This design comes from an exercise in tuning for small area on the open sky130 flow, not from production work.
Only simulation tests tie the RTL to the original design; equivalence was not proved.
Power figures rest on the tool's default switching activity, not on a simulated workload.

[design/flow/config.mk]
export PLATFORM = sky130hd
export DESIGN_NAME = fireCore
export DESIGN_NICKNAME = fireCore
export VERILOG_FILES = /design/flow/design.v
export SDC_FILE = /design/flow/constraint.sdc
export NUM_CORES = 4
export LEC_CHECK = 0
export CAP_MARGIN = 20
export CORE_MARGIN = 2
export CORE_UTILIZATION = 40
export SLEW_MARGIN = 20
[design/flow/constraint.sdc]
create_clock -name core_clock -period 10.0 [get_ports {clock}]
set_input_delay 2.0000 -clock core_clock [delete_from_list [all_inputs] [get_ports {clock}]]
set_output_delay 2.0000 -clock core_clock [all_outputs]
set_load 0.01 [all_outputs]
[design/flow/design.v]
`timescale 1ns/1ps
package corePkg;
    localparam int xlen = 32;
    localparam int regAddrW = 5;
    typedef logic [xlen-1:0] word_t;
    typedef logic [regAddrW-1:0] regIdx_t;
    typedef enum logic [6:0] {
        opLui    = 7'b0110111,
        opOpImm  = 7'b0010011,
        opOp     = 7'b0110011,
        opLoad   = 7'b0000011,
        opStore  = 7'b0100011,
        opBranch = 7'b1100011,
        opJal    = 7'b1101111,
        opOther  = 7'b0000000
    } opcode_t;
    typedef enum logic [1:0] {
        aluAdd,
        aluSub,
        aluPassB
    } aluOp_t;
    typedef enum logic [1:0] {
        resAlu,
        resMem,
        resPcPlus4
    } resultSrc_t;
    typedef struct packed {
        word_t      pc;
        word_t      rs1Val;
        word_t      rs2Val;
        word_t      imm;
        regIdx_t    rd;
        aluOp_t     aluOp;
        logic       aluSrcImm;
        resultSrc_t resultSrc;
        logic       regWrite;
        logic       memRead;
        logic       memWrite;
        logic       isBranch;
        logic       branchOnEqual;
        logic       isJal;
    } decoded_t;
endpackage
`timescale 1ns/1ps
`timescale 1ns/1ps
`timescale 1ns/1ps
`timescale 1ns/1ps
`timescale 1ns/1ps
`timescale 1ns/1ps
module fireCore #(
    parameter corePkg::word_t resetVector = 32'h0000_0000
) (
    input  logic           clock,
    input  logic           rst,
    output logic           arvalid,
    output corePkg::word_t araddr,
    input  logic           arready,
    input  logic           rvalid,
    input  corePkg::word_t rdata,
    output logic           rready,
    output logic           awvalid,
    output corePkg::word_t awaddr,
    input  logic           awready,
    output logic           wvalid,
    output corePkg::word_t wdata,
    input  logic           wready,
    input  logic           bvalid,
    output logic           bready
);
    localparam logic [2:0] stExec  = 3'd0;  
    localparam logic [2:0] stLoad  = 3'd1;  
    localparam logic [2:0] stSdata = 3'd2;  
    localparam logic [2:0] stCopy  = 3'd3;  
    localparam logic [2:0] stInit  = 3'd4;  
    logic [4:0]     cnt;
    logic [2:0]     state;
    logic           runQ;
    logic           arvQ;
    logic           awvQ;
    logic           wvQ;
    corePkg::word_t busR;
    corePkg::word_t nextPc;
    logic           aluCy;
    logic           incCy;
    logic           eqQ;
    logic [4:0]     rdSave;
    logic [6:0] opcode;
    logic [2:0] funct3;
    logic [6:0] funct7;
    logic [4:0] rdIdx;
    logic [4:0] rs1Idx;
    logic [4:0] rs2Idx;
    logic       isLui;
    logic       isAddi;
    logic       isAdd;
    logic       isSub;
    logic       isLw;
    logic       isSw;
    logic       isBr;
    logic       isBeq;
    logic       isJal;
    assign opcode = rdata[6:0];
    assign rdIdx  = rdata[11:7];
    assign funct3 = rdata[14:12];
    assign rs1Idx = rdata[19:15];
    assign rs2Idx = rdata[24:20];
    assign funct7 = rdata[31:25];
    assign isLui  = (opcode == 7'b0110111);
    assign isAddi = (opcode == 7'b0010011) && (funct3 == 3'b000);
    assign isAdd  = (opcode == 7'b0110011) && (funct3 == 3'b000) && (funct7 == 7'b0000000);
    assign isSub  = (opcode == 7'b0110011) && (funct3 == 3'b000) && (funct7 == 7'b0100000);
    assign isLw   = (opcode == 7'b0000011) && (funct3 == 3'b010);
    assign isSw   = (opcode == 7'b0100011) && (funct3 == 3'b010);
    assign isBr   = (opcode == 7'b1100011) && (funct3[2:1] == 2'b00);
    assign isBeq  = !funct3[0];
    assign isJal  = (opcode == 7'b1101111);
    logic c0;
    logic c31;
    logic precond;
    logic active;
    logic passEnd;
    assign c0  = (cnt == 5'd0);
    assign c31 = (cnt == 5'd31);
    always_comb begin
        case (state)
            stExec, stLoad: precond = rvalid;
            stSdata:        precond = !(awvQ && !awready);
            default:        precond = !(wvQ && !wready);
        endcase
    end
    assign active  = c0 ? precond : runQ;
    assign passEnd = active && c31;
    logic [31:0] rfOut;
    logic        rs1Bit;
    logic        rs2Bit;
    logic        wrEn;
    logic [4:0]  wrIdx;
    logic        wrBit;
    assign rfOut[0] = 1'b0;
    for (genvar r = 1; r < 32; r++) begin : gReg
        logic [31:0] ring;
        always_ff @(posedge clock) begin
            ring <= {(wrEn && wrIdx == 5'(r)) ? wrBit : ring[0], ring[31:1]};
        end
        assign rfOut[r] = ring[0];
    end
    assign rs1Bit = rfOut[rs1Idx];
    assign rs2Bit = rfOut[rs2Idx];
    logic [4:0] selIdx;
    logic       selZero;
    logic       rdBit;
    always_comb begin
        selIdx  = cnt;
        selZero = 1'b0;
        if (state == stExec) begin
            if (isLui) begin
                selZero = (cnt < 5'd12);
            end else if (isJal) begin
                if (cnt == 5'd0)       selZero = 1'b1;
                else if (cnt < 5'd11)  selIdx  = cnt + 5'd20;
                else if (cnt == 5'd11) selIdx  = 5'd20;
                else if (cnt < 5'd20)  selIdx  = cnt;
                else                   selIdx  = 5'd31;
            end else if (opcode[5] && !opcode[4] && !opcode[2]) begin
                if (cnt == 5'd0)       begin selZero = opcode[6]; selIdx = 5'd7; end
                else if (cnt < 5'd5)   selIdx  = cnt + 5'd7;
                else if (cnt < 5'd11)  selIdx  = cnt + 5'd20;
                else if (cnt == 5'd11) selIdx  = opcode[6] ? 5'd7 : 5'd31;
                else                   selIdx  = 5'd31;
            end else begin
                if (cnt < 5'd12)       selIdx  = cnt + 5'd20;
                else                   selIdx  = 5'd31;
            end
        end
    end
    assign rdBit = !selZero && rdata[selIdx];
    logic pcBit;
    logic opA;
    logic opB;
    logic cin;
    logic sum;
    logic incBit;
    logic eqAll;
    logic taken;
    logic busIn;
    logic execWrite;
    assign pcBit = busR[0];
    assign opA = (isJal || isBr) ? pcBit : (isLui ? 1'b0 : rs1Bit);
    assign opB = ((isAdd || isSub) ? rs2Bit : rdBit) ^ isSub;
    assign cin = c0 ? isSub : aluCy;
    assign sum = opA ^ opB ^ cin;
    assign incBit = pcBit ^ incCy;
    assign eqAll = (c0 || eqQ) && (rs1Bit == rs2Bit);
    assign taken = isBr && (eqAll == isBeq);
    assign execWrite = isLui || isAddi || isAdd || isSub || isJal;
    always_comb begin
        wrIdx = rdIdx;
        wrBit = sum;
        wrEn  = 1'b0;
        busIn = nextPc[0];
        case (state)
            stExec: begin
                wrBit = isJal ? incBit : sum;
                wrEn  = active && execWrite;
                busIn = (isJal || isBr || isLw || isSw) ? sum : incBit;
            end
            stLoad: begin
                wrIdx = rdSave;
                wrBit = rdBit;
                wrEn  = active;
            end
            stSdata: busIn = rs2Bit;
            stInit:  busIn = resetVector[cnt];
            default: ;
        endcase
    end
    always_ff @(posedge clock) begin
        aluCy <= (opA & opB) | (opA & cin) | (opB & cin);
        incCy <= (cnt == 5'd1) || (incCy && pcBit && !c31);
        eqQ   <= eqAll;
        nextPc <= {(state == stExec && active) ? incBit : nextPc[0], nextPc[31:1]};
        if (active) begin
            busR <= {busIn, busR[31:1]};
        end
        if (state == stExec) begin
            rdSave <= rdIdx;
        end
    end
    always_ff @(posedge clock) begin
        if (rst) begin
            cnt   <= 5'd0;
            state <= stInit;
            runQ  <= 1'b0;
            arvQ  <= 1'b0;
            awvQ  <= 1'b0;
            wvQ   <= 1'b0;
        end else begin
            cnt  <= cnt + 5'd1;
            runQ <= active;
            if (arvQ && arready) arvQ <= 1'b0;
            if (awvQ && awready) awvQ <= 1'b0;
            if (wvQ && wready)   wvQ  <= 1'b0;
            if (passEnd) begin
                case (state)
                    stExec: begin
                        if (isLw) begin
                            arvQ  <= 1'b1;
                            state <= stLoad;
                        end else if (isSw) begin
                            awvQ  <= 1'b1;
                            state <= stSdata;
                        end else if (isBr && !taken) begin
                            state <= stCopy;
                        end else begin
                            arvQ  <= 1'b1;
                            state <= stExec;
                        end
                    end
                    stSdata: begin
                        wvQ   <= 1'b1;
                        state <= stCopy;
                    end
                    default: begin
                        arvQ  <= 1'b1;
                        state <= stExec;
                    end
                endcase
            end
        end
    end
    assign rready  = passEnd && (state == stLoad || state == stSdata
                                 || (state == stExec && !isSw));
    assign arvalid = arvQ;
    assign awvalid = awvQ;
    assign wvalid  = wvQ;
    assign araddr  = busR;
    assign awaddr  = busR;
    assign wdata   = busR;
    assign bready  = 1'b1;
endmodule
[design/flow/run.sh]
#!/bin/bash
# synth_recipe.tcl (not shown) runs the flow's synth.tcl, then flattens the netlist and writes it again
# the make line also repeats each setting of config.mk as NAME=value (left out here)
make -C /OpenROAD-flow-scripts/flow DESIGN_CONFIG=/design/flow/config.mk WORK_HOME=/design/flow/orfs CLKGATE_MAP_FILE= SYNTH_SCRIPT=/design/flow/synth_recipe.tcl finish
==> summary.txt, run 1 <==
status complete, no violations; ys flop type dfxtp_1; TNS Setup 0 ns; Critical Path AT approximately 7.5 ns; Worst setup EP type flop; largest net degree at the start of global routing 37; FF+latch area ~22000 um^2; worst slack, placed between 2 and 2.5 ns; total number of vias 11400; post-layout net count ~1800; Clock Skews between 0.04 and 0.05 ns; Hold Crit Class reg -> reg; height of the die between 200 and 300 um; CTS Root Buffer Type clkbuf_16; area leader, netlist dfxtp_1; crit start category input pin; power density over the cells 276 nW/um^2; synth unique cells between 70 and 80; htree depth 3; # Max-Cap Violations 0; Max VDD drop around 0.16 mV; Slew headroom about a third; drt via density about 4.3; ys async rst share 0%; most used cell, CP a21oi_1; Pre-Repair DR Iteration Count 5; DIE AREA 65900 um^2; critical path's slowest cell clkdlybuf4s50_1; share of Yosys cell area claimed by the top area cell type between 80% and 90%; Placeable Area 63100 um^2; clk buf depth 3; DP HPWL between 20000 and 30000 um; most common cell after layout, fill and taps aside dfxtp_1; # port buffers ~140; WL final 40600 um; Syn-to-layout area delta 20.1%; post-synthesis sequential area ratio a little under nine tenths; min cycle time layout ~7 ns; Resized cells post-CTS 0; fin crit share a little over two thirds; Initial Utilization around two fifths; # rows 92; Placer Congestion around 0.85; slew at the pin with the worst max-slew slack between 0.9 and 1 ns; worst-path cell chain clkdlybuf4s50_1 -> nand3b_1 -> or2_0 -> o211a_1 -> o21a_1 -> mux2_4 -> a211oi_2 -> nor4_2 -> nor4b_1 -> o21bai_1 -> fa_1 -> a21oi_1 -> nor2_1 -> a21oi_1 -> nand2b_1 -> o31ai_1; layout cells sized above 1 between 10% and 20%; FILL cells around 5300; worst hold start nextPc[25]$_DFF_P_; worst setup margin 2.98 ns; ANT nets after route 0; reg2reg start cnt[2]$_SDFF_PP0_; first-pass GRT wire length approximately 63000 um; GR Overflow Total 0; final setup fails 0; vias in the first global route 11400; Gate Count Post-Synth roughly 1600; clock slew at reported path FFs 0.06 ns; mapped cell area between 20000 and 30000 um^2; overall routing resource usage approximately 12%; initial antenna violation count 6; crit path kind in -> reg; most frequent cells in the layout dfxtp_1, clkdlybuf4s50_1, clkbuf_16, o21ai_0, nand2_1; warnings from Yosys 1; fmax between 100 and 150 MHz; Worst Path Required 10.52 ns; EDFF count, synth 37; unrepaired setup endpoints after global routing no; Slew Limit Fails 0; number of clock sinks roughly 1100; crit path launch rdata[4]; Avg Inst Size Synth approximately 16 um^2; Num CTS Buffers 95; slowest cell delay on critical path 0.74 ns; Ports 140; drc violations 0; Hold Buf Count CTS 0; setup bufs post-CTS 0; Final Hold Viols 0; total power 8.47 mW; DR WL/cell ~15 um; Syn Nets 1632; Critical Path Fanout Max 10; multi-input logic area 2860 um^2; worst skew pair latency 0.66 ns; leak pwr 11.9 nW; Die Span X 257 um; Yosys reg bits ~1100; initial drt markers around 620; CTS tree done; main area contributors after synthesis dfxtp_1, edfxtp_1, buf_4, mux4_2, o31ai_1
[worst max-delay path: cells and delay by family]
family	cells	cell delay (ns)
compound gates	7	2.42
fa+ha+maj	1	0.52
buf+inv	1	0.74
mux	1	0.34
simple gates	6	1.50
[layout make-up]
| cell class | count | area share (%) |
|---|---|---|
| Inverter | 21 | 0.257 |
| Antenna cell | 4 | 0.0327 |
| Sequential cell | 1076 | 71.5 |
| Clock inverter | 44 | 2.03 |
| Tap cell | 846 | 3.45 |
| Timing Repair Buffer | 141 | 4.58 |
| Multi-Input combinational cell | 386 | 9.33 |
| Clock buffer | 132 | 8.83 |
[Yosys cell counts, types with 4 or more instances]
cell and n:
inv_1 18, a2111oi_0 5, edfxtp_1 37, dfxtp_1 1039
a21oi_1 20, nor2b_1 6, o21a_1 6, and3_1 5
buf_2 14, nand3b_1 6, nand4_1 6, nand2b_1 9
clkbuf_1 7, ha_1 9, o211ai_1 7, mux2i_1 15
nor4b_1 4, or3_1 4, buf_6 5, o21ai_0 45
o31ai_1 36, nor3_1 19, a311o_1 4, buf_4 67
buf_1 6, mux4_2 17, and2_1 7, nand2_1 38
a211oi_2 4, a21o_1 4, nand3_1 10, o2111ai_1 6
nor2_1 26, a31oi_1 8
[final timing paths]
path	end	slack, ns	cells past startpoint
worst max register to register	gReg[25].ring[31]$_DFF_P_	3.81	17
worst min-delay path	nextPc[24]$_DFF_P_	0.29	0
worst max-delay path	gReg[25].ring[31]$_DFF_P_	2.98	16
worst min register to register	nextPc[24]$_DFF_P_	0.29	0
[kinds of logic after synthesis]
family / after synthesis / synth area share, %
buf+inv: 121 / 2.98
fa+ha+maj: 10 / 0.519
simple gates: 163 / 3.60
xor+xnor: 4 / 0.137
compound gates: 173 / 4.69
other cells: 1 / 0.0147
flops: 1076 / 85.8
mux: 35 / 2.23
[flip-flops by register name, summed over array words and instances, names as in the netlist, 3 cells and up]
name,count
rdSave,5
busR,32
state,3
cnt,5
nextPc,32
gReg.ring,992
[where the power goes]
group / internal (mW) / switching, mW / total, mW
registers: 4.35 / 0.0421 / 4.40
logic: 0.177 / 0.159 / 0.336
clock network: 2.19 / 1.55 / 3.74
[through the flow]
stage               hold WS (ns)  utilization [%]  cells  area, um^2
floorplan                  0.310                -   1583       25500
global placement           0.310             43.3   2469       27300
detailed placement         0.312             43.3   2470       27300
CTS                        0.289             48.6   2646       30600
global route               0.302             48.6   2646       30600
finish                     0.295             48.6   2650       30700
[per-layer routing]
metal  wire length [um]  share of wire [%]  global-route usage [%]
met3               2390                5.9                    3.59
met1              19900                 49                    17.0
met4               1180                2.9                    4.88
met2              17200                 42                    18.4
met5                 13              0.032                       0
==> run 2: changes to the inputs <==
--- a/design/flow/config.mk
+++ b/design/flow/config.mk
@@ -5,7 +5,9 @@
 export SDC_FILE = /design/flow/constraint.sdc
 export NUM_CORES = 4
 export LEC_CHECK = 0
+export ABC_AREA = 1
 export CAP_MARGIN = 20
 export CORE_MARGIN = 2
 export CORE_UTILIZATION = 40
+export CTS_BUF_LIST = sky130_fd_sc_hd__clkbuf_2 sky130_fd_sc_hd__clkbuf_4
 export SLEW_MARGIN = 20
==> summary.txt, run 2 <==
EDFF count, synth 37; unrepaired setup endpoints after global routing no; Final Hold Viols 0; top post-synthesis cells by count dfxtp_1, nand2_1, inv_1; GR Overflow Total 0; worst skew pair latency between 1 and 1.5 ns; FF+latch area 21900 um^2; drc violations 0; Initial Utilization approximately two fifths; Final Non-Filler Cells approximately 3100; first-pass GRT wire length about 66000 um; total number of vias ~13000; mapped cell area around 26000 um^2; Max VDD drop approximately 0.15 mV; Placer Congestion slightly above 0.8; Yosys reg bits 1076; DR WL/cell ~13 um; final setup fails 0; slew at the pin with the worst max-slew slack roughly 0.85 ns; vias in the first global route 13100; ys flop type dfxtp_1; WL final 41400 um; Simple-Gate Fraction of Synth Area under 10%; worst slack, placed about 3.5 ns; Placeable Area 63100 um^2; Synth Area in Adders less than 1%; largest family of logic cells by synthesized area simple AND/OR/NAND/NOR gates; overall routing resource usage 12.9%; min cycle time layout about 6.4 ns; layout cells sized above 1 roughly 18%; # rows between 90 and 100; Syn Nets ~1900; worst setup margin about 3.6 ns; Num CTS Buffers ~240; share of Yosys cell area claimed by the top area cell type about four fifths; ys async rst share 0%; Hold Buf Count CTS 0; worst-path cell chain clkdlybuf4s50_1 -> nand2_1 -> nor3_1 -> inv_1 -> nor4_1 -> a311oi_1 -> clkdlybuf4s50_1; fmax ~160 MHz; Reg with most FFs gReg.ring; max FFs per register between 900 and 1000; cell count after placement ~2700; Resized cells post-CTS 0; crit path kind in -> out; crit start category input pin; multi-input logic area approximately 2600 um^2; area leader, netlist dfxtp_1; largest net degree at the start of global routing 33; TNS Setup 0 ns; synth unique cells 40; initial drt markers roughly 530; worst hold slack 0.267 ns; clk buf depth 3; DP HPWL 26200 um; status complete, no violations; post-layout net count about 2100; Critical Path AT 4.39 ns; critical path's slowest cell clkdlybuf4s50_1; Ports 140; Syn-to-layout area delta 19.3%; Worst setup EP type output port; warnings from Yosys 1; htree depth 4; biggest regs gReg.ring (992), busR (32), nextPc (32); leak pwr 12.6 nW; FILL cells 5535; xor and xnor area share after synthesis 0.103%; most common cell after layout, fill and taps aside dfxtp_1; Die Span X 257 um; Hold Crit Class reg -> reg; number of clock sinks about 1100; most frequent cells in the layout dfxtp_1, clkbuf_4, nand2_1, clkdlybuf4s50_1, inv_1; Gate Count Post-Synth approximately 1800; most used cell, CP clkdlybuf4s50_1; Slew Limit Fails 0; main area contributors after synthesis dfxtp_1, edfxtp_1, nand2_1, buf_4, inv_1; CTS tree done; height of the die around 260 um; DIE AREA around 66000 um^2; total power between 8 and 9 mW; clock slew at reported path FFs roughly 0.06 ns; fin crit share between 60% and 70%; most common cell in the synthesized netlist dfxtp_1; drt via density between 4 and 5; Slew headroom between 40% and 50%; Clock Skews 0.0626 ns; post-synthesis sequential area ratio between 80% and 90%; CTS Root Buffer Type clkbuf_4; power density over the cells ~260 nW/um^2; setup bufs post-CTS 0; Critical Path Fanout Max 4; slowest cell delay on critical path ~0.54 ns; ANT nets after route 0; Pre-Repair DR Iteration Count 5; Worst Path Required around 8.0 ns; # Max-Cap Violations 0; initial antenna violation count 3; Avg Inst Size Synth approximately 14 um^2; post-synthesis compound-gate area fraction under 10%; # port buffers approximately 140; mux contribution to synthesized area 0.0441%
-- run 2: changes by cell type in the layout (fill, tap and decap cells not counted), sizes merged, moves of 35 or more --
| cell | previous run | this run |
|---|---|---|
| clkbuf | 132 | 356 |
| inv | 34 | 122 |
| nand2 | 38 | 175 |
| nand3 | 10 | 76 |
| nor2 | 26 | 99 |
| o31ai | 36 | 1 |
-- run 2: path summary, 6_finish.rpt --
kind | startpoint | endpoint | slack (ns) | depth (start not counted)
setup reg to reg | cnt[0]$_SDFF_PP0_ | gReg[8].ring[31]$_DFF_P_ | 5.24 | 24
hold / removal | gReg[10].ring[10]$_DFF_P_ | gReg[10].ring[9]$_DFF_P_ | 0.27 | 0
setup / recovery | rdata[1] | rready | 3.61 | 7
hold reg to reg | gReg[10].ring[10]$_DFF_P_ | gReg[10].ring[9]$_DFF_P_ | 0.27 | 0
-- run 2: cell type report --
class	instances	area share (%)
Timing Repair Buffer	139	4.55
Multi-Input combinational cell	532	8.46
Clock inverter	54	1.33
Clock buffer	356	8.78
Tap cell	846	3.48
Inverter	112	1.38
Antenna cell	7	0.0575
Sequential cell	1076	72.0
-- run 2: layer usage --
layer  vias up  wire, um  track usage [%]
li1       6404         -                -
met1      5943     19900             16.2
met2       353     17900             18.9
met3        79      2390             4.69
met4         0      1300             7.57
met5         -         0                0
-- run 2: per-stage QoR --
stage / util [%] / cell area, um^2
2_1_floorplan: - / 25500
3_3_place_gp: 43.4 / 27400
3_5_place_dp: 43.4 / 27400
4_1_cts: 48.2 / 30400
5_1_grt: 48.3 / 30400
6_report: 48.3 / 30400
-- run 2: where the power goes --
| part | switching [mW] | internal, mW |
|---|---|---|
| combinational | 0.182 | 0.192 |
| sequential | 0.0414 | 4.36 |
| clock | 1.57 | 1.70 |
-- run 2: logic make-up (layout without fill, tap and decap cells) --
group	Yosys count	count (layout)
adder cells (fa/ha/maj)	10	10
flip-flops	1076	1076
AND/OR/NAND/NOR	396	396
AO/OA/AOI/OAI	121	121
multiplexers	1	1
other	1	8
XOR/XNOR	3	3
buffers and inverters	197	661
-- run 2: worst max-delay path, delay by kind of cell --
family / cells / cell delay, ns
AND/OR/NAND/NOR: 3 / 0.93
AO/OA/AOI/OAI: 1 / 0.23
buffers and inverters: 3 / 1.22
==> run 3: changes to the inputs <==
--- a/design/flow/config.mk
+++ b/design/flow/config.mk
@@ -8,6 +8,8 @@
 export ABC_AREA = 1
 export CAP_MARGIN = 20
 export CORE_MARGIN = 2
-export CORE_UTILIZATION = 40
-export CTS_BUF_LIST = sky130_fd_sc_hd__clkbuf_2 sky130_fd_sc_hd__clkbuf_4
+export CORE_UTILIZATION = 60
+export CTS_BUF_LIST = sky130_fd_sc_hd__clkbuf_4 sky130_fd_sc_hd__clkbuf_8
+export CTS_CLUSTER_DIAMETER = 60
+export CTS_CLUSTER_SIZE = 20
 export SLEW_MARGIN = 20
==> summary.txt, run 3 <==
status complete, no violations; Avg Inst Size Synth roughly 14 um^2; TNS Setup 0 ns; drc violations 0; Final Hold Viols 0; Initial Utilization approximately 60%; initial drt markers ~670; most common cell after layout, fill and taps aside dfxtp_1; M1 GR Usage 23.8%; busiest grt layer met2; leak pwr between 10 and 15 nW; synth unique cells 40; Critical Path Fanout Max 16; Ports 140; top post-synthesis cells by count dfxtp_1, nand2_1, inv_1; power density over the cells 236 nW/um^2; WL final approximately 38000 um; largest net degree at the start of global routing 32; # port buffers around 140; ys async rst share 0%; met2 Use GR 27.8%; vias in the first global route roughly 11000; unrepaired setup endpoints after global routing no; Slew Limit Fails 0; layout cells sized above 1 between 5 and 6%; Final Util roughly 67%; ANT nets after route 0; Design Area, Final ~28000 um^2; ys flop type dfxtp_1; most frequent cells in the layout dfxtp_1, nand2_1, clkdlybuf4s50_1, inv_1, nor2_1; height of the die approximately 210 um; share of Yosys cell area claimed by the top area cell type 81.5%; Yosys reg bits 1076; cell count after placement around 2400; total number of vias 11600; Syn Nets 1854; worst skew pair latency 0.65 ns; EDFF count, synth 37; # rows 75; Placer Congestion approximately 0.87; CTS tree done; Reg with most FFs gReg.ring; Hold Buf Count CTS 0; GR Layer Usage met3 under 10%; Pre-Repair DR Iteration Count 5; setup bufs post-CTS 0; drt via density 4.69; initial antenna violation count 0; DIE AREA approximately 44000 um^2; most common cell in the synthesized netlist dfxtp_1; total power 6.64 mW; max FFs per register roughly 990; DP HPWL 25500 um; warnings from Yosys 1; # Max-Cap Violations 0; Worst Path Required about 8.0 ns; main area contributors after synthesis dfxtp_1, edfxtp_1, nand2_1, buf_4, inv_1; clock slew at reported path FFs approximately 0.10 ns; post-layout net count a little under 2000; crit start category input pin; area leader, netlist dfxtp_1; number of clock sinks between 1000 and 1500; crit path kind in -> out; mapped cell area 25500 um^2; post-synthesis sequential area ratio a little under nine tenths; Syn-to-layout area delta 10.1%; htree depth 3; min cycle time layout between 6 and 7 ns; CTS Root Buffer Type clkbuf_8; biggest regs gReg.ring (992), busR (32), nextPc (32); Hold Crit Class reg -> reg; GR Overflow Total 0; fin crit share between 60% and 70%; first-pass GRT wire length about 59000 um; Worst setup EP type output port; Gate Count Post-Synth ~1800; clk buf depth 3; Num CTS Buffers 66; Placeable Area ~42000 um^2; Clock Skews a little over 0.03 ns; fmax between 150 and 200 MHz; Critical Path AT around 4.6 ns; DP Area between 20000 and 30000 um^2; Final Non-Filler Cells 2481; slew at the pin with the worst max-slew slack 0.847 ns; Resized cells post-CTS 0; DR WL/cell between 15 and 20 um; final setup fails 0; Max VDD drop around 0.18 mV; Die Span X 210 um; overall routing resource usage between 10% and 20%; Slew headroom a little over two fifths
-- run 3: cell counts after synthesis --
Identical to the previous run, type by type.
-- run 3: power breakdown --
group,internal [mW],switching (mW)
Clock,0.689,1.19
Sequential,4.36,0.0438
Combinational,0.193,0.176
Total,5.24,1.41
-- run 3: cell families after synthesis --
kind of cell	count (synthesis)	synth area share (%)
DFF	1076	85.9
and+or+nand+nor	396	6.74
buffers and inverters	197	4.04
AOI/OAI and AO/OA	121	2.67
adders and majority gates	10	0.520
xor gates and xnor gates	3	0.103
other	1	0.0147
muxes	1	0.0441
-- run 3: per-layer routing --
metal	vias to the layer above	part of all wire [%]
met5	-	0
li1	5821	-
met1	5425	47
met4	0	3.1
met2	301	45
met3	83	5.0
-- run 3: per-stage QoR --
step	hold WS [ns]	setup slack [ns]
2_1_floorplan	0.310	4.40
6_report	0.326	3.39
3_3_place_gp	0.310	3.01
3_5_place_dp	0.312	3.38
5_1_grt	0.334	3.21
4_1_cts	0.329	3.41
-- run 3: layout make-up --
| type | count | area [um^2] |
|---|---|---|
| repair buffers | 138 | 1400 |
| inverters | 112 | 420 |
| flip-flops and latches | 1076 | 21900 |
| multi-input cells | 532 | 2570 |
| clock inverters | 10 | 136 |
| diodes | 2 | 5.00 |
| well taps | 539 | 674 |
| clock buffers | 72 | 972 |
| fillers | 2967 | 13900 |
-- run 3: critical path, stage by stage --
cell             delay (ns)
clkdlybuf4s50_1        0.45
inv_1                  0.04
nand2_1                0.07
nand2_1                0.06
nand4_1                0.11
o21ai_1                0.13
inv_1                  0.55
nand2_1                0.23
a311oi_1               0.33
clkdlybuf4s50_1        0.62
-- run 3: final timing paths --
| path | from | endpoint | slack (ns) | cells past startpoint |
|---|---|---|---|---|
| worst max-delay path | awready | rready | 3.39 | 10 |
| worst min-delay path | gReg[15].ring[9]$_DFF_P_ | gReg[15].ring[8]$_DFF_P_ | 0.33 | 0 |
| worst max register to register | cnt[2]$_SDFF_PP0_ | gReg[17].ring[31]$_DFF_P_ | 5.15 | 25 |
| worst min register to register | gReg[15].ring[9]$_DFF_P_ | gReg[15].ring[8]$_DFF_P_ | 0.33 | 0 |
==> run 4: changes to the inputs <==
==> design/flow/flow/run.sh (new file) <==
#!/bin/bash
set -euo pipefail
bash standard.sh \
  "BUFFER_PORTS_ARGS=-buffer_cell sky130_fd_sc_hd__buf_1" \
  "CTS_ARGS=-sink_clustering_enable -repair_clock_nets -dont_use_dummy_load -buf_list {sky130_fd_sc_hd__clkbuf_8} -sink_clustering_size 20 -sink_clustering_max_diameter 60" \
  finish > make.log 2>&1
tail -n 20 make.log
==> design/flow/standard.sh (new file) <==
#!/bin/bash
# synth_recipe.tcl (not shown) runs the flow's synth.tcl, then flattens the netlist and writes it again
# the make line also repeats each setting of config.mk as NAME=value (left out here)
make -C /OpenROAD-flow-scripts/flow DESIGN_CONFIG=/design/flow/config.mk WORK_HOME=/design/flow/orfs CLKGATE_MAP_FILE= SYNTH_SCRIPT=/design/flow/synth_recipe.tcl "${@:-finish}"
==> design/flow/config.mk (replaced) <==
export PLATFORM = sky130hd
export DESIGN_NAME = fireCore
export DESIGN_NICKNAME = fireCore
export VERILOG_FILES = /design/flow/design.v
export SDC_FILE = /design/flow/constraint.sdc
export NUM_CORES = 4
export LEC_CHECK = 0
export CAP_MARGIN = 20
export CORE_MARGIN = 2
export CORE_UTILIZATION = 60
export SLEW_MARGIN = 20
removed: design/flow/run.sh
==> summary.txt, run 4 <==
status complete, no violations; xor and xnor area share after synthesis less than 1%; GR Overflow Total 0; Num CTS Buffers 66; Clock Skews roughly 0.081 ns; Slew Limit Fails 0; worst setup margin approximately 3.5 ns; clk buf depth 3; htree depth 3; fin crit share about 65%; Yosys reg bits 1076; number of clock sinks 1076; mapped cell area 25500 um^2; CTS Root Buffer Type clkbuf_8; synth unique cells between 70 and 80; delay-heaviest family, CP compound AO/OA/AOI/OAI gates; main area contributors after synthesis dfxtp_1, edfxtp_1, buf_4, mux4_2, o31ai_1; critical path's slowest cell o41ai_1; min cycle time layout 6.52 ns; number of buffers and inverters on the critical path 1; Hold Crit Class reg -> reg; # rows 75; top post-synthesis cells by count dfxtp_1, buf_4, o21ai_0; drt via density between 4 and 5; ys async rst share 0%; most frequent cells in the layout dfxtp_1, buf_1, clkbuf_8, o21ai_0, nand2_1; initial antenna violation count 3; DIE AREA between 40000 and 50000 um^2; Syn-to-layout area delta 5.68%; Syn Nets about 1600; biggest regs gReg.ring (992), busR (32), nextPc (32); height of the die roughly 210 um; unrepaired setup endpoints after global routing no; CTS tree done; first-pass GRT wire length approximately 56000 um; worst skew pair latency around 0.63 ns; total power 6.32 mW; # Max-Cap Violations 0; post-synthesis compound-gate area fraction about 4.7%; max FFs per register around 990; post-layout net count about 1700; fmax roughly 150 MHz; DP HPWL around 24000 um; Initial Utilization between 60 and 70%; overall routing resource usage approximately 17%; # port buffers 137; worst hold slack between 0.2 and 0.25 ns; ys flop type dfxtp_1; Ports 140; slew at the pin with the worst max-slew slack approximately 0.97 ns; mux contribution to synthesized area around 2.2%; crit start category input pin; DR WL/cell 16.3 um; setup bufs post-CTS 0; crit path kind in -> reg; ANT nets after route 0; total number of vias between 10000 and 15000; initial drt markers 575; share of Yosys cell area claimed by the top area cell type approximately four fifths; worst slack, placed between 2 and 3 ns; Simple-Gate Fraction of Synth Area around 3.6%; Placeable Area approximately 42000 um^2; Critical Path AT 7.04 ns; wire length on met1 about 18000 um; power density over the cells about 230 nW/um^2; most common cell in the synthesized netlist dfxtp_1; warnings from Yosys 1; Resized cells post-CTS 0; WL met2 about 15000 um; area leader, netlist dfxtp_1; final setup fails 0; largest net degree at the start of global routing 36; Reg with most FFs gReg.ring; Reg2Reg Setup Slack approximately 4 ns; clock slew at reported path FFs around 0.11 ns; Final Hold Viols 0; Hold Buf Count CTS 0; vias in the first global route ~10000; Slew headroom around 35%; Gate Count Post-Synth around 1600; largest family of logic cells by synthesized area compound AO/OA/AOI/OAI gates; Die Span X 210 um; layout cells sized above 1 roughly 6.3%; Synth Area in Adders 0.519%; TNS Setup 0 ns; Critical Path Fanout Max 10; Worst Path Required about 11 ns; worst-path cell chain buf_1 -> nand3_1 -> a2111oi_0 -> a2111oi_0 -> o41ai_1 -> nand2_1 -> nor4_2 -> nor4b_1 -> o21bai_1 -> fa_1 -> a21oi_1 -> nor2_1 -> a21oi_1 -> nand2b_1 -> o31ai_1; routed wl met3 ~2000 um; post-synthesis sequential area ratio between 80 and 90%; slowest cell delay on critical path 0.88 ns; top layer in use met4; Avg Inst Size Synth 16.1 um^2; Pre-Repair DR Iteration Count 5; drc violations 0; Max VDD drop approximately 0.22 mV; most common cell after layout, fill and taps aside dfxtp_1; Placer Congestion around 0.87; WL final 36300 um; Worst setup EP type flop; EDFF count, synth 37; Final Util about 64%; leak pwr just over 10 nW
[run 4: cell types whose count changed in the layout (fill, tap and decap cells not counted), sizes merged, moves of 24 or more]
cell,previous run,this run
buf,1,140
clkdlybuf4s50,137,0
inv,118,21
nand2,175,38
nand3,76,10
nor2,99,26
o21ai,73,49
o31ai,1,36
[run 4: cell type report]
cell class	count	area (um^2)
Multi-Input combinational cell	386	2860
Antenna cell	4	10.0
Timing Repair Buffer	140	537
Inverter	21	78.8
Tap cell	539	674
Fill cell	3024	15000
Clock buffer	66	908
Sequential cell	1076	21900
[run 4: logic make-up after synthesis]
group / after synthesis
adder cells (fa/ha/maj): 10
other: 1
multiplexers: 35
AO/OA/AOI/OAI: 173
AND/OR/NAND/NOR: 163
buffers and inverters: 121
flip-flops: 1076
XOR/XNOR: 4
[run 4: where the power goes]
part / leakage, nW / internal (mW) / switching, mW
clock: 0.475 / 0.599 / 1.12
sequential: 8.73 / 4.35 / 0.0306
combinational: 1.16 / 0.0685 / 0.152
[run 4: per-stage QoR]
stage,instances,cell area (um^2)
after floorplan,1583,25500
after global placement,2162,26100
after detailed placement,2162,26100
after CTS,2228,27000
after global routing,2229,27000
final,2232,27000
[run 4: metal layers]
metal | up-vias | track usage (%)
met1 | 5067 | 24.0
met2 | 246 | 24.0
met5 | - | 0
li1 | 5369 | -
met4 | 0 | 6.09
met3 | 65 | 4.25
[run 4: worst reg2reg max path: cells and delay by family, from the launching register on]
| family | cells | cell delay [ns] |
|---|---|---|
| adder cells (fa/ha/maj) | 2 | 0.85 |
| multiplexers | 1 | 0.35 |
| AND/OR/NAND/NOR | 5 | 1.24 |
| AO/OA/AOI/OAI | 8 | 2.38 |
| flip-flops | 1 | 0.80 |
| buffers and inverters | 1 | 0.30 |
[run 4: path summary, 6_finish.rpt]
kind              depth (start not counted)                   endpoint                     start
setup / recovery                         15  gReg[21].ring[31]$_DFF_P_                  rdata[6]
hold / removal                            0   gReg[5].ring[30]$_DFF_P_  gReg[5].ring[31]$_DFF_P_
setup reg to reg                         17  gReg[21].ring[31]$_DFF_P_         cnt[2]$_SDFF_PP0_
hold reg to reg                           0   gReg[5].ring[30]$_DFF_P_  gReg[5].ring[31]$_DFF_P_
==> run 5: changes to the inputs <==
--- a/design/flow/design.v
+++ b/design/flow/design.v
@@ -146,34 +146,40 @@
     end
     assign rs1Bit = rfOut[rs1Idx];
     assign rs2Bit = rfOut[rs2Idx];
-    logic [4:0] selIdx;
-    logic       selZero;
-    logic       rdBit;
+    logic [15:0] lowField;
+    logic        m32;
+    logic        m12;
+    logic        m5;
+    logic        lo12;
+    logic        lo5;
+    logic        immBit;
+    logic        rdBit;
+    assign lowField = {{4{rdata[31]}}, rdata[31:20]};
+    assign m32  = rdata[cnt];
+    assign m12  = lowField[cnt[3:0]];
+    assign m5   = rdata[5'd7 + {2'b00, cnt[2:0]}];
+    assign lo12 = (cnt < 5'd12);
+    assign lo5  = (cnt < 5'd5);
     always_comb begin
-        selIdx  = cnt;
-        selZero = 1'b0;
-        if (state == stExec) begin
-            if (isLui) begin
-                selZero = (cnt < 5'd12);
-            end else if (isJal) begin
-                if (cnt == 5'd0)       selZero = 1'b1;
-                else if (cnt < 5'd11)  selIdx  = cnt + 5'd20;
-                else if (cnt == 5'd11) selIdx  = 5'd20;
-                else if (cnt < 5'd20)  selIdx  = cnt;
-                else                   selIdx  = 5'd31;
-            end else if (opcode[5] && !opcode[4] && !opcode[2]) begin
-                if (cnt == 5'd0)       begin selZero = opcode[6]; selIdx = 5'd7; end
-                else if (cnt < 5'd5)   selIdx  = cnt + 5'd7;
-                else if (cnt < 5'd11)  selIdx  = cnt + 5'd20;
-                else if (cnt == 5'd11) selIdx  = opcode[6] ? 5'd7 : 5'd31;
-                else                   selIdx  = 5'd31;
-            end else begin
-                if (cnt < 5'd12)       selIdx  = cnt + 5'd20;
-                else                   selIdx  = 5'd31;
-            end
-        end
-    end
-    assign rdBit = !selZero && rdata[selIdx];
+        if (isLui) begin
+            immBit = lo12 ? 1'b0 : m32;
+        end else if (isJal) begin
+            if (cnt == 5'd0)       immBit = 1'b0;
+            else if (cnt < 5'd11)  immBit = m12;
+            else if (cnt == 5'd11) immBit = rdata[20];
+            else if (cnt < 5'd20)  immBit = m32;
+            else                   immBit = rdata[31];
+        end else if (opcode[5] && !opcode[4] && !opcode[2]) begin
+            if (cnt == 5'd0)       immBit = !opcode[6] && rdata[7];
+            else if (lo5)          immBit = m5;
+            else if (cnt == 5'd11) immBit = opcode[6] ? rdata[7] : rdata[31];
+            else if (lo12)         immBit = m12;
+            else                   immBit = rdata[31];
+        end else begin
+            immBit = lo12 ? m12 : rdata[31];
+        end
+    end
+    assign rdBit = (state == stExec) ? immBit : m32;
     logic pcBit;
     logic opA;
     logic opB;
==> summary.txt, run 5 <==
most common cell after layout, fill and taps aside dfxtp_1; Worst setup EP type output port; critical path's slowest cell or3b_2; WL final roughly 32000 um; crit path capture rready; reg2reg start cnt[0]$_SDFF_PP0_; worst slack, placed ~3.8 ns; drc violations 0; Num CTS Buffers 66; Critical Path Fanout Max 7; FF+latch area about 22000 um^2; status complete, no violations; ys flop type dfxtp_1; largest net degree at the start of global routing 37; warnings from Yosys 1; Max VDD drop roughly 0.17 mV; Reg with most FFs gReg.ring; Placer Congestion approximately 0.84; synth unique cells 58; Placeable Area around 41000 um^2; mapped cell area ~25000 um^2; CTS Root Buffer Type clkbuf_8; slowest cell delay on critical path between 0.5 and 0.6 ns; leak pwr ~10 nW; final setup fails 0; Slew headroom 26.5%; overall routing resource usage 15.0%; most common cell in the synthesized netlist dfxtp_1; slew at the pin with the worst max-slew slack 1.10 ns; post-synthesis sequential area ratio 87.6%; post-layout net count 1650; multi-input logic area about 2400 um^2; Pre-Repair DR Iteration Count 4; Hold Crit Class reg -> reg; DR WL/cell ~15 um; ys async rst share 0%; biggest regs gReg.ring (992), busR (32), nextPc (32); Syn-to-layout area delta 5.97%; worst-path cell chain buf_1 -> nor4_1 -> nand3_1 -> or3b_2 -> nor4_1 -> nor3b_1 -> buf_1; main area contributors after synthesis dfxtp_1, edfxtp_1, buf_4, mux2_2, mux4_2; setup bufs post-CTS 0; clk buf depth 3; Initial Utilization about three fifths; fin crit share a little under three fifths; CTS tree done; Syn Nets around 1500; top post-synthesis cells by count dfxtp_1, buf_4, mux2_2; Slew Limit Fails 0; DP HPWL 20300 um; worst skew pair latency 0.65 ns; TNS Setup 0 ns; ANT nets after route 0; share of Yosys cell area claimed by the top area cell type roughly 83%; worst reg2reg path endpoint gReg[25].ring[31]$_DFF_P_; worst setup margin between 4 and 5 ns; most frequent cells in the layout dfxtp_1, buf_1, clkbuf_8, mux2_2; Final Hold Viols 0; power density over the cells around 240 nW/um^2; crit path kind in -> out; unrepaired setup endpoints after global routing no; height of the die approximately 210 um; clock slew at reported path FFs between 0.1 and 0.15 ns; Hold Buf Count CTS 0; Die Span X 208 um; FILL cells 2988; Reg2Reg Depth 13; Ports 140; area leader, netlist dfxtp_1; Yosys reg bits around 1100; Reg2Reg Setup Slack roughly 5.2 ns; initial antenna violation count 1; vias in the first global route between 9000 and 10000; layout cells sized above 1 8.23%; GR Overflow Total 0; htree depth 3; Clock Skews roughly 0.13 ns; crit path launch rdata[3]; # port buffers 137; crit start category input pin; Avg Inst Size Synth between 15 and 20 um^2; max FFs per register just under 1000; DIE AREA 43400 um^2; EDFF count, synth 37; # rows 74; Worst Path Required 8.00 ns; # Max-Cap Violations 0; min cycle time layout roughly 5.6 ns; total number of vias 10000; initial drt markers around 460; Critical Path AT between 3 and 4 ns; fmax around 180 MHz; number of clock sinks between 1000 and 1500; Gate Count Post-Synth roughly 1500; drt via density about 4.7; Resized cells post-CTS 0; first-pass GRT wire length 50600 um
==> run 5: cell count changes after synthesis, sizes merged, moves of 8 or more <==
cell	before	now
o21ai	49	12
nor4	4	14
mux2	3	38
nor2	26	37
nor2b	6	18
clkbuf	8	16
nand2	38	22
o31ai	36	3
buf	92	71
==> run 5: how the worst min path moves through the flow <==
stage,startpoint,endpoint,slack [ns],cells after the start
6_report,gReg[13].ring[23]$_DFF_P_,gReg[13].ring[22]$_DFF_P_,0.23,0
3_5_place_dp,gReg[11].ring[6]$_DFF_P_,gReg[11].ring[5]$_DFF_P_,0.31,0
5_1_grt,gReg[13].ring[23]$_DFF_P_,gReg[13].ring[22]$_DFF_P_,0.23,0
4_1_cts,gReg[13].ring[23]$_DFF_P_,gReg[13].ring[22]$_DFF_P_,0.23,0
3_3_place_gp,gReg[8].ring[19]$_DFF_P_,gReg[8].ring[18]$_DFF_P_,0.31,0
2_1_floorplan,gReg[10].ring[1]$_DFF_P_,gReg[10].ring[0]$_DFF_P_,0.31,0
==> run 5: final cells by class <==
type | count | area share, %
repair buffers | 139 | 2.00
flip-flops and latches | 1076 | 82.6
well taps | 532 | 2.51
diodes | 2 | 0.0189
clock buffers | 66 | 3.43
inverters | 15 | 0.212
multi-input cells | 307 | 9.22
==> run 5: worst max-delay path, delay by kind of cell <==
| kind | cells | cell delay, ns |
|---|---|---|
| buffers and inverters | 2 | 0.29 |
| AND/OR/NAND/NOR | 5 | 1.32 |
==> run 5: metal layers <==
layer / GRT usage (%) / wire length [um] / part of all wire (%) / up-vias
met4: 6.10 / 979 / 3.0 / 0
met5: 0 / 0 / 0 / -
met2: 20.8 / 12800 / 40 / 226
met1: 22.8 / 16800 / 52 / 4751
li1: - / - / - / 4952
met3: 3.50 / 1500 / 4.7 / 83
==> run 5: cell families (layout without fill, tap and decap cells) <==
logic type	Yosys count	in the layout	share of synthesized area (%)
simple gates	151	151	3.24
flops	1076	1076	87.6
mux	74	74	4.06
buf+inv	103	220	2.76
other cells	1	3	0.0150
compound gates	71	71	1.89
xor+xnor	4	4	0.140
fa+ha+maj	6	6	0.330
==> run 5: report_power, final <==
| group | internal (mW) | switching (mW) | leakage, nW |
|---|---|---|---|
| logic | 0.0735 | 0.146 | 1.07 |
| registers | 4.36 | 0.0398 | 8.73 |
| clock network | 0.599 | 1.12 | 0.475 |
==> run 5: per-stage QoR <==
stage / area, um^2 / instances / hold WS, ns / util [%] / power (mW)
floorplan: 25000 / 1486 / 0.310 / - / 4.69
CTS: 26500 / 2135 / 0.235 / 64.6 / 6.42
detailed placement: 25600 / 2069 / 0.312 / 62.4 / 4.72
finish: 26500 / 2137 / 0.232 / 64.7 / 6.33
global route: 26500 / 2135 / 0.230 / 64.6 / 6.59
global placement: 25600 / 2069 / 0.310 / 62.4 / 4.71
==> run 6: changes to the inputs <==
==> design/flow/flow/run.sh (replaced) <==
#!/bin/bash
set -euo pipefail
bash standard.sh \
  "BUFFER_PORTS_ARGS=-buffer_cell sky130_fd_sc_hd__buf_1" \
  "CTS_ARGS=-sink_clustering_enable -repair_clock_nets -dont_use_dummy_load -buf_list {sky130_fd_sc_hd__clkbuf_8} -sink_clustering_size 22 -sink_clustering_max_diameter 60" \
  finish > make.log 2>&1
tail -n 20 make.log
==> summary.txt, run 6 <==
status complete, no violations; Placer Congestion about 0.84; CTS tree done; initial antenna violation count 1; drc violations 0; Ports 140; most used cell, CP mux4_2; # rows 74; synth unique cells 58; power density over the cells ~240 nW/um^2; Syn Nets approximately 1500; Reg2Reg Setup Slack 5.18 ns; reg2reg start cnt[0]$_SDFF_PP0_; area leader, netlist dfxtp_1; FF+latch area 21900 um^2; delay-heaviest family, CP multiplexers; # port buffers 137; crit path capture gReg[24].ring[31]$_DFF_P_; main area contributors after synthesis dfxtp_1, edfxtp_1, buf_4, mux2_2, mux4_2; Die Span X roughly 210 um; Worst setup EP type flop; initial drt markers around 440; worst-path cell chain buf_1 -> mux4_2 -> mux4_2 -> nand3b_1 -> a22oi_1 -> nor4b_1 -> nor2_1 -> nor4_1 -> a21o_1 -> fa_1 -> a21oi_1 -> o21ai_0 -> a21oi_4 -> mux2_2; post-synthesis sequential area ratio slightly below 90%; # Max-Cap Violations 0; mapped cell area 25000 um^2; Reg2Reg Depth 13; share of Yosys cell area claimed by the top area cell type 83.1%; overall routing resource usage approximately 15%; most frequent cells in the layout dfxtp_1, buf_1, clkbuf_8, mux2_2; ANT nets after route 0; FILL cells about 3000; worst skew pair latency about 0.7 ns; crit path launch rdata[22]; DP Area around 26000 um^2; Slew Limit Fails 0; Syn-to-layout area delta 5.53%; GR Overflow Total 0; setup bufs post-CTS 0; total number of vias 9924; Num CTS Buffers 58; Hold Crit Class reg -> reg; layout cells sized above 1 ~8%; ys flop type dfxtp_1; most common cell in the synthesized netlist dfxtp_1; slew at the pin with the worst max-slew slack about 1.1 ns; crit path kind in -> reg; Critical Path Fanout Max 31; min cycle time layout approximately 5.6 ns; crit start category input pin; WL final approximately 32000 um; number of buffers and inverters on the critical path 1; Initial Utilization about three fifths; fin crit share 56.3%; biggest regs gReg.ring (992), busR (32), nextPc (32); DIE AREA 43400 um^2; Gate Count Post-Synth 1486; fmax approximately 180 MHz; final setup fails 0; drt via density roughly 4.7; Resized cells post-CTS 0; Placeable Area about 40000 um^2; clk buf depth 3; Final Non-Filler Cells between 2000 and 2500; Reg with most FFs gReg.ring; number of clock sinks 1076; vias in the first global route between 9000 and 10000; height of the die 208 um; top post-synthesis cells by count dfxtp_1, buf_4, mux2_2; cell count after placement about 2100; slowest cell delay on critical path about 0.64 ns; Max VDD drop ~0.17 mV; post-layout net count about 1600; Avg Inst Size Synth around 17 um^2; multi-input logic area 2440 um^2; critical path depth in cells 14; TNS Setup 0 ns; Final Hold Viols 0; Design Area, Final 26400 um^2; Pre-Repair DR Iteration Count 4; Critical Path AT roughly 6.2 ns; EDFF count, synth 37; max FFs per register 992; Clock Skews 0.135 ns; total power about 6.2 mW; worst setup margin around 4.4 ns; Worst Path Required about 11 ns; worst reg2reg path endpoint gReg[24].ring[31]$_DFF_P_; DP HPWL 20300 um; htree depth 2; largest net degree at the start of global routing 37; clock slew at reported path FFs 0.12 ns; DR WL/cell about 15 um; worst slack, placed between 3 and 4 ns; critical path's slowest cell a21oi_4; first-pass GRT wire length slightly above 50000 um; Slew headroom 26.8%; ys async rst share 0%; leak pwr 10.2 nW; warnings from Yosys 1; unrepaired setup endpoints after global routing no; most common cell after layout, fill and taps aside dfxtp_1; Yosys reg bits between 1000 and 1500; Hold Buf Count CTS 0; CTS Root Buffer Type clkbuf_8
-- run 6: cell count changes in the layout (fill, tap and decap cells not counted), sizes merged --
cell and change:
clkbuf -8
-- run 6: per-layer routing --
metal	share of wire [%]	vias to the layer above	global-route usage [%]
met2	40	220	20.8
met3	4.3	76	2.87
met4	3.0	0	6.28
li1	-	4940	-
met1	53	4688	22.7
met5	0	-	0
-- run 6: power by group --
group | switching, mW | internal (mW) | total, mW
logic | 0.147 | 0.0735 | 0.220
clock network | 1.10 | 0.523 | 1.62
registers | 0.0398 | 4.36 | 4.40
-- run 6: cell type report --
| cell class | instances | share of cell area, % |
|---|---|---|
| sequential | 1076 | 83.0 |
| antenna | 2 | 0.0190 |
| clock buffer | 58 | 3.02 |
| inverter | 15 | 0.213 |
| tap | 532 | 2.52 |
| timing repair buffer | 139 | 2.00 |
| multi-input combinational | 307 | 9.26 |
-- run 6: cell families after synthesis --
| family | count (synthesis) | synth area share [%] |
|---|---|---|
| XOR/XNOR | 4 | 0.140 |
| AO/OA/AOI/OAI | 71 | 1.89 |
| buffers and inverters | 103 | 2.76 |
| adder cells (fa/ha/maj) | 6 | 0.330 |
| AND/OR/NAND/NOR | 151 | 3.24 |
| other | 1 | 0.0150 |
| flip-flops | 1076 | 87.6 |
| multiplexers | 74 | 4.06 |
-- run 6: worst min-delay path by stage --
stage               depth (start not counted)                         to                      start  slack, ns
floorplan                                   0   gReg[10].ring[0]$_DFF_P_   gReg[10].ring[1]$_DFF_P_       0.31
global placement                            0   gReg[8].ring[18]$_DFF_P_   gReg[8].ring[19]$_DFF_P_       0.31
detailed placement                          0   gReg[11].ring[5]$_DFF_P_   gReg[11].ring[6]$_DFF_P_       0.31
CTS                                         0  gReg[13].ring[22]$_DFF_P_  gReg[13].ring[23]$_DFF_P_       0.24
global route                                0  gReg[13].ring[22]$_DFF_P_  gReg[13].ring[23]$_DFF_P_       0.23
finish                                      0  gReg[13].ring[22]$_DFF_P_  gReg[13].ring[23]$_DFF_P_       0.24
-- run 6: stage by stage --
stage / util (%) / hold WS, ns
after floorplan: - / 0.310
after global placement: 62.4 / 0.310
after detailed placement: 62.4 / 0.312
after CTS: 64.4 / 0.236
after global routing: 64.4 / 0.226
final: 64.4 / 0.237
-- run 6: worst register-to-register path, stage by stage, from the launching register on --
cell and delay [ns]:
dfxtp_1 0.84, mux4_2 0.65, mux4_2 0.54, nand3b_1 0.11, a22oi_1 0.07, nor4b_1 0.35
nor2_1 0.10, nor4_1 0.26, a21o_1 0.14, fa_1 0.47, a21oi_1 0.15, o21ai_0 0.15
a21oi_4 0.64, mux2_2 0.30
==> run 7: changes to the inputs <==
==> design/flow/flow/run.sh (replaced) <==
#!/bin/bash
set -euo pipefail
bash standard.sh \
  "BUFFER_PORTS_ARGS=-buffer_cell sky130_fd_sc_hd__buf_1" \
  "CTS_ARGS=-sink_clustering_enable -repair_clock_nets -dont_use_dummy_load -buf_list {sky130_fd_sc_hd__clkbuf_8} -sink_clustering_size 22 -sink_clustering_max_diameter 60 -tree_buf sky130_fd_sc_hd__clkbuf_4 -root_buf sky130_fd_sc_hd__clkbuf_4" \
  finish > make.log 2>&1
tail -n 20 make.log
==> summary.txt, run 7 <==
status complete, no violations; Hold Crit Class reg -> reg; clock network power share between 20% and 30%; ys async rst share 0%; first-pass GRT wire length slightly above 50000 um; slowest cell delay on critical path ~0.55 ns; power density over the cells roughly 240 nW/um^2; EDFF count, synth 37; fmax 179 MHz; Critical Path Fanout Max 7; ANT nets after route 0; number of clock sinks roughly 1100; most common cell in the synthesized netlist dfxtp_1; DR WL/cell around 15 um; Die Span X 208 um; top post-synthesis cells by count dfxtp_1, buf_4, mux2_2; crit path capture rready; Yosys reg bits approximately 1100; Avg Inst Size Synth between 15 and 20 um^2; Simple-Gate Fraction of Synth Area under 10%; fin crit share a little under three fifths; Reg with most FFs gReg.ring; largest net degree at the start of global routing 37; Int Pwr just under 5 mW; Num CTS Buffers 58; ys flop type dfxtp_1; share of Yosys cell area claimed by the top area cell type between 80 and 90%; worst hold slack 0.238 ns; overall routing resource usage 14.9%; Worst setup EP type output port; initial drt markers 463; Critical Path AT around 3.6 ns; slew at the pin with the worst max-slew slack 1.09 ns; # rows 74; unrepaired setup endpoints after global routing no; worst-path cell chain buf_1 -> nor4_1 -> nand3_1 -> or3b_2 -> nor4_1 -> nor3b_1 -> buf_1; most frequent cells in the layout dfxtp_1, buf_1, clkbuf_8, mux2_2; DIE AREA about 43000 um^2; Hold Buf Count CTS 0; Max VDD drop 0.173 mV; Gate Count Post-Synth between 1000 and 1500; post-synthesis sequential area ratio between 80% and 90%; Slew headroom 26.7%; Syn Nets ~1500; TNS Setup 0 ns; GR Overflow Total 0; vias in the first global route between 9000 and 10000; Worst Path Required around 8.0 ns; clock slew at reported path FFs between 0.1 and 0.15 ns; worst reg2reg path endpoint gReg[24].ring[31]$_DFF_P_; delay-heaviest family, CP simple AND/OR/NAND/NOR gates; synth unique cells between 50 and 60; critical path's slowest cell or3b_2; Reg2Reg Setup Slack 5.12 ns; final setup fails 0; Clock Skews about 0.18 ns; layout cells sized above 1 7.77%; drt via density 4.66; crit start category input pin; power share of the combinational group between 3 and 4%; Resized cells post-CTS 0; setup bufs post-CTS 0; total number of vias 9925; post-layout net count 1642; # Max-Cap Violations 0; DP HPWL 20300 um; max FFs per register approximately 1000; Placeable Area between 40000 and 50000 um^2; largest family of logic cells by synthesized area multiplexers; Sw Pwr 1.29 mW; area leader, netlist dfxtp_1; warnings from Yosys 1; reg2reg start cnt[0]$_SDFF_PP0_; crit path launch rdata[3]; Pre-Repair DR Iteration Count 7; mapped cell area 25000 um^2; Reg2Reg Depth 13; Syn-to-layout area delta 5.42%; Sequential Power Share slightly above 70%; leak pwr between 10 and 15 nW; Initial Utilization 61.0%; most common cell after layout, fill and taps aside dfxtp_1; Synth Area in Adders less than 1%; Sw Share about a fifth; CTS tree done; crit path kind in -> out; WL final 32000 um; clk buf depth 3; # port buffers between 100 and 150; critical path depth in cells 7; biggest regs gReg.ring (992), busR (32), nextPc (32); xor and xnor area share after synthesis less than 1%; Final Hold Viols 0; drc violations 0; htree depth 2; number of buffers and inverters on the critical path 2; post-synthesis compound-gate area fraction approximately 1.9%; CTS Root Buffer Type clkbuf_4; main area contributors after synthesis dfxtp_1, edfxtp_1, buf_4, mux2_2, mux4_2; Placer Congestion around 0.84; min cycle time layout 5.59 ns; Ports between 100 and 150; worst skew pair latency approximately 0.92 ns; initial antenna violation count 3; Slew Limit Fails 0; mux contribution to synthesized area slightly above 4%; height of the die 208 um
run 7: cell counts after synthesis:
Identical to the previous run, type by type.
run 7: power by group through the flow:
stage / combinational (mW) / clock, mW / sequential [mW]
after floorplan: 0.193 / 0 / 4.50
after global placement: 0.221 / 0 / 4.49
after detailed placement: 0.221 / 0 / 4.50
after CTS: 0.221 / 1.67 / 4.40
after global routing: 0.237 / 1.82 / 4.41
final: 0.220 / 1.59 / 4.40
run 7: how the worst min path moves through the flow:
stage	start	endpoint	slack, ns	cells after the start
3_3_place_gp	gReg[8].ring[19]$_DFF_P_	gReg[8].ring[18]$_DFF_P_	0.31	0
2_1_floorplan	gReg[10].ring[1]$_DFF_P_	gReg[10].ring[0]$_DFF_P_	0.31	0
6_report	gReg[13].ring[23]$_DFF_P_	gReg[13].ring[22]$_DFF_P_	0.24	0
4_1_cts	gReg[3].ring[30]$_DFF_P_	gReg[3].ring[29]$_DFF_P_	0.23	0
3_5_place_dp	gReg[11].ring[6]$_DFF_P_	gReg[11].ring[5]$_DFF_P_	0.31	0
5_1_grt	gReg[13].ring[23]$_DFF_P_	gReg[13].ring[22]$_DFF_P_	0.23	0
run 7: metal layers:
metal  routed length [um]  global-route usage [%]  vias to the layer above  share of wire (%)
met1                16900                    22.7                     4691                 53
met5                    0                       0                        -                  0
met2                12700                    20.8                      225                 40
met4                  858                    5.43                        0                2.7
met3                 1590                    3.64                       70                5.0
li1                     -                       -                     4939                  -
run 7: cell families (layout without fill, tap and decap cells):
group | after synthesis | count (layout)
mux | 74 | 74
flops | 1076 | 1076
other cells | 1 | 4
xor+xnor | 4 | 4
compound gates | 71 | 71
fa+ha+maj | 6 | 6
simple gates | 151 | 151
buf+inv | 103 | 212
run 7: worst register-to-register path, delay by kind of cell, from the launching register on:
kind	cells	cell delay, ns
mux	3	1.49
compound gates	5	1.15
flops	1	0.85
simple gates	4	0.85
fa+ha+maj	1	0.47
run 7: area by class of cell:
| cell class | instances | area, um^2 |
|---|---|---|
| Antenna cell | 3 | 7.51 |
| Clock buffer | 58 | 767 |
| Fill cell | 3008 | 14600 |
| Inverter | 15 | 56.3 |
| Multi-Input combinational cell | 307 | 2440 |
| Sequential cell | 1076 | 21900 |
| Tap cell | 532 | 666 |
| Timing Repair Buffer | 139 | 529 |
run 7: stage by stage:
step / instances / setup WS (ns) / total power, mW / instance area (um^2) / utilization [%]
floorplan: 1486 / 4.15 / 4.69 / 25000 / -
global placement: 2069 / 3.49 / 4.71 / 25600 / 62.4
detailed placement: 2069 / 3.80 / 4.72 / 25600 / 62.4
CTS: 2127 / 4.41 / 6.29 / 26400 / 64.3
global route: 2129 / 4.28 / 6.47 / 26400 / 64.3
finish: 2130 / 4.41 / 6.21 / 26400 / 64.3
==> run 8: changes to the inputs <==
--- a/design/flow/design.v
+++ b/design/flow/design.v
@@ -84,6 +84,7 @@
     logic           incCy;
     logic           eqQ;
     logic [4:0]     rdSave;
+    logic           rdOk;
     logic [6:0] opcode;
     logic [2:0] funct3;
     logic [6:0] funct7;
@@ -123,7 +124,8 @@
     assign c31 = (cnt == 5'd31);
     always_comb begin
         case (state)
-            stExec, stLoad: precond = rvalid;
+            stExec:         precond = rvalid && rdOk;
+            stLoad:         precond = rvalid;
             stSdata:        precond = !(awvQ && !awready);
             default:        precond = !(wvQ && !wready);
         endcase
@@ -200,7 +202,7 @@
     assign taken = isBr && (eqAll == isBeq);
     assign execWrite = isLui || isAddi || isAdd || isSub || isJal;
     always_comb begin
-        wrIdx = rdIdx;
+        wrIdx = rdSave;
         wrBit = sum;
         wrEn  = 1'b0;
         busIn = nextPc[0];
@@ -211,7 +213,6 @@
                 busIn = (isJal || isBr || isLw || isSw) ? sum : incBit;
             end
             stLoad: begin
-                wrIdx = rdSave;
                 wrBit = rdBit;
                 wrEn  = active;
             end
@@ -228,9 +229,10 @@
         if (active) begin
             busR <= {busIn, busR[31:1]};
         end
-        if (state == stExec) begin
+        if (state == stExec && !active) begin
             rdSave <= rdIdx;
         end
+        rdOk <= rvalid;
     end
     always_ff @(posedge clock) begin
         if (rst) begin
==> summary.txt, run 8 <==
Slew headroom around two fifths; unrepaired setup endpoints after global routing no; slew at the pin with the worst max-slew slack 0.891 ns; Critical Path AT just over 6 ns; # port buffers ~140; Worst Path Required roughly 11 ns; worst hold slack around 0.23 ns; WL final 31700 um; most common cell after layout, fill and taps aside dfxtp_1; DP HPWL approximately 20000 um; area leader, netlist dfxtp_1; GR Layer Usage met3 around 4.1%; drt via density around 4.6; synth unique cells 56; M1 GR Usage between 20% and 30%; CTS Root Buffer Type clkbuf_4; Avg Inst Size Synth approximately 17 um^2; busiest grt layer met1; power density over the cells 235 nW/um^2; leak pwr roughly 10 nW; Placeable Area 40900 um^2; Final Hold Viols 0; Die Span X 208 um; number of clock sinks between 1000 and 1500; # Max-Cap Violations 0; Syn-to-layout area delta 5.34%; number of buffers and inverters on the critical path 1; Worst Hold End gReg[17].ring[8]$_DFF_P_; main area contributors after synthesis dfxtp_1, edfxtp_1, mux4_2, buf_4, mux2_2; share of Yosys cell area claimed by the top area cell type ~84%; setup bufs post-CTS 0; Final Util roughly 64%; post-layout net count between 1500 and 2000; Reg2Reg Depth 14; Syn Nets about 1500; worst skew pair latency about 0.91 ns; slowest cell delay on critical path 0.65 ns; mapped cell area around 25000 um^2; FILL cells about 2900; largest net degree at the start of global routing 38; crit start category input pin; final setup fails 0; worst-path cell chain buf_1 -> mux4_2 -> mux2i_1 -> nor3b_1 -> nor4_2 -> xor2_1 -> nand2_1 -> o21ai_0 -> fa_1 -> nor2_1 -> a31oi_1 -> o22ai_1 -> a31o_2 -> mux2_2; worst setup margin about 4.6 ns; Clock Skews roughly 0.16 ns; Resized cells post-CTS 0; fmax 185 MHz; reg2reg start cnt[0]$_SDFF_PP0_; fin crit share around 54%; Worst setup EP type flop; Hold Buf Count CTS 0; Max VDD drop around 0.20 mV; met2 Use GR a little over a fifth; ys async rst share 0%; Design Area, Final between 20000 and 30000 um^2; overall routing resource usage approximately 15%; Gate Count Post-Synth 1456; worst hold start gReg[17].ring[9]$_DFF_P_; total power 6.16 mW; warnings from Yosys 1; clock slew at reported path FFs ~0.11 ns; most frequent cells in the layout dfxtp_1, buf_1, clkbuf_8, edfxtp_1, nor2_1; DR WL/cell roughly 15 um; initial antenna violation count 6; DP Area roughly 25000 um^2; vias in the first global route between 9000 and 10000; max FFs per register about 1000; delay-heaviest family, CP multiplexers; status complete, no violations; initial drt markers between 400 and 500; htree depth 2; Hold Path Depth 0; height of the die ~210 um; ANT nets after route 0; clk buf depth 3; Reg with most FFs gReg.ring; Num CTS Buffers 57; total number of vias 9679; most common cell in the synthesized netlist dfxtp_1; crit path kind in -> reg; # rows 74; worst reg2reg path endpoint gReg[22].ring[31]$_DFF_P_; Placer Congestion about 0.80; ys flop type dfxtp_1; TNS Setup 0 ns; GR Overflow Total 0; top post-synthesis cells by count dfxtp_1, buf_4, edfxtp_1; Critical Path Fanout Max 31; critical path's slowest cell buf_1; worst slack, placed about 3.8 ns; critical path depth in cells 14; drc violations 0; Ports between 100 and 150; CTS tree done; EDFF count, synth 37; Reg2Reg Setup Slack 5.42 ns; biggest regs gReg.ring (992), busR (32), nextPc (32); post-synthesis sequential area ratio 88.1%; min cycle time layout 5.40 ns; DIE AREA about 43000 um^2; Yosys reg bits around 1100; first-pass GRT wire length around 50000 um; Final Non-Filler Cells 2100; cell count after placement a little over 2000; layout cells sized above 1 7.93%; Pre-Repair DR Iteration Count 4; Slew Limit Fails 0; Hold Crit Class reg -> reg; Initial Utilization between 60% and 70%
[run 8: power breakdown]
| group | internal, mW | switching, mW |
|---|---|---|
| Combinational | 0.0637 | 0.121 |
| Sequential | 4.36 | 0.0338 |
| Clock | 0.485 | 1.11 |
[run 8: final cells by class]
type,instances,area [um^2],area share (%)
inverter,11,41.3,0.157
timing repair buffer,138,522,1.99
antenna,5,12.5,0.0477
tap,532,666,2.54
clock buffer,57,753,2.87
sequential,1077,21900,83.6
multi-input combinational,280,2290,8.75
[run 8: cells by family (layout without fill, tap and decap cells)]
family                     count (synthesis)  after routing  synth area share [%]
DFF                                     1077           1077                  88.1
and+or+nand+nor                          143            143                  3.00
buffers and inverters                     99            206                  2.70
muxes                                     71             71                  4.23
AOI/OAI and AO/OA                         56             56                  1.50
adders and majority gates                  6              6                 0.332
xor gates and xnor gates                   3              3                 0.106
other                                      1              6                0.0151
[run 8: metal layers]
layer / up-vias / part of all wire (%)
li1: 4819 / -
met1: 4569 / 50
met2: 221 / 41
met3: 68 / 6.1
met4: 2 / 2.6
met5: - / 0.041
[run 8: worst max-delay path by stage]
stage              start                        end  slack [ns]
2_1_floorplan    awready                     rready        3.29
3_3_place_gp   rdata[21]  gReg[30].ring[31]$_DFF_P_        3.79
3_5_place_dp   rdata[21]  gReg[30].ring[31]$_DFF_P_        3.76
4_1_cts        rdata[21]  gReg[27].ring[31]$_DFF_P_        4.65
5_1_grt        rdata[21]  gReg[15].ring[31]$_DFF_P_        4.33
6_report       rdata[21]  gReg[22].ring[31]$_DFF_P_        4.60

## what the ideal ports hide
The results above use ideal ports. As a check the final layouts listed here were re-extracted and re-timed, cells and wires unchanged. Step 1 sets driving cells, clkbuf_16 on the clock port and buf_2 on the other inputs (assumed; they add their load-dependent delay and slew). Step 2 adds t to the input delays and takes it off the output delays; t is the mean of the earliest and latest rising clock arrival at the registers after step 1. Input paths then give back, and output paths get back, about the clock's delay inside the block. Three values: ideal ports, drivers, drivers and shift; two values: the first two.
| run | t (ns) | setup slack, ns | hold WS [ns] | worst data-port slew with drivers (ns) | pins driven straight from the clock port |
|---|---|---|---|---|---|
| run 1 | 0.688 | 2.983 / 2.944 / 2.307 | 0.295 / 0.295 / 0.295 | 0.10 | 1 |
| run 2 | 1.045 | 3.612 / 3.564 / 3.443 | 0.267 / 0.267 / 0.267 | 0.06 | 1 |
| run 3 | 0.689 | 3.395 / 3.365 / 3.365 | 0.326 / 0.326 / 0.326 | 0.08 | 1 |
| run 4 | 0.644 | 3.479 / 3.496 / 2.852 | 0.246 / 0.246 / 0.246 | 0.09 | 1 |
| run 5 | 0.640 | 4.395 / 4.366 / 3.772 | 0.232 / 0.232 / 0.232 | 0.09 | 1 |
| run 6 | 0.668 | 4.371 / 4.362 / 3.708 | 0.237 / 0.237 / 0.237 | 0.09 | 1 |
| run 7 | 0.881 | 4.410 / 4.379 / 3.663 | 0.238 / 0.238 / 0.238 | 0.10 | 1 |
| run 8 | 0.887 | 4.602 / 4.595 / 3.708 | 0.232 / 0.232 / 0.232 | 0.10 | 1 |
After both steps every run listed still meets setup and hold. For run 8, which loses most, drivers alone change the setup slack by -0.007 ns; drivers and shift together by -0.894 ns.
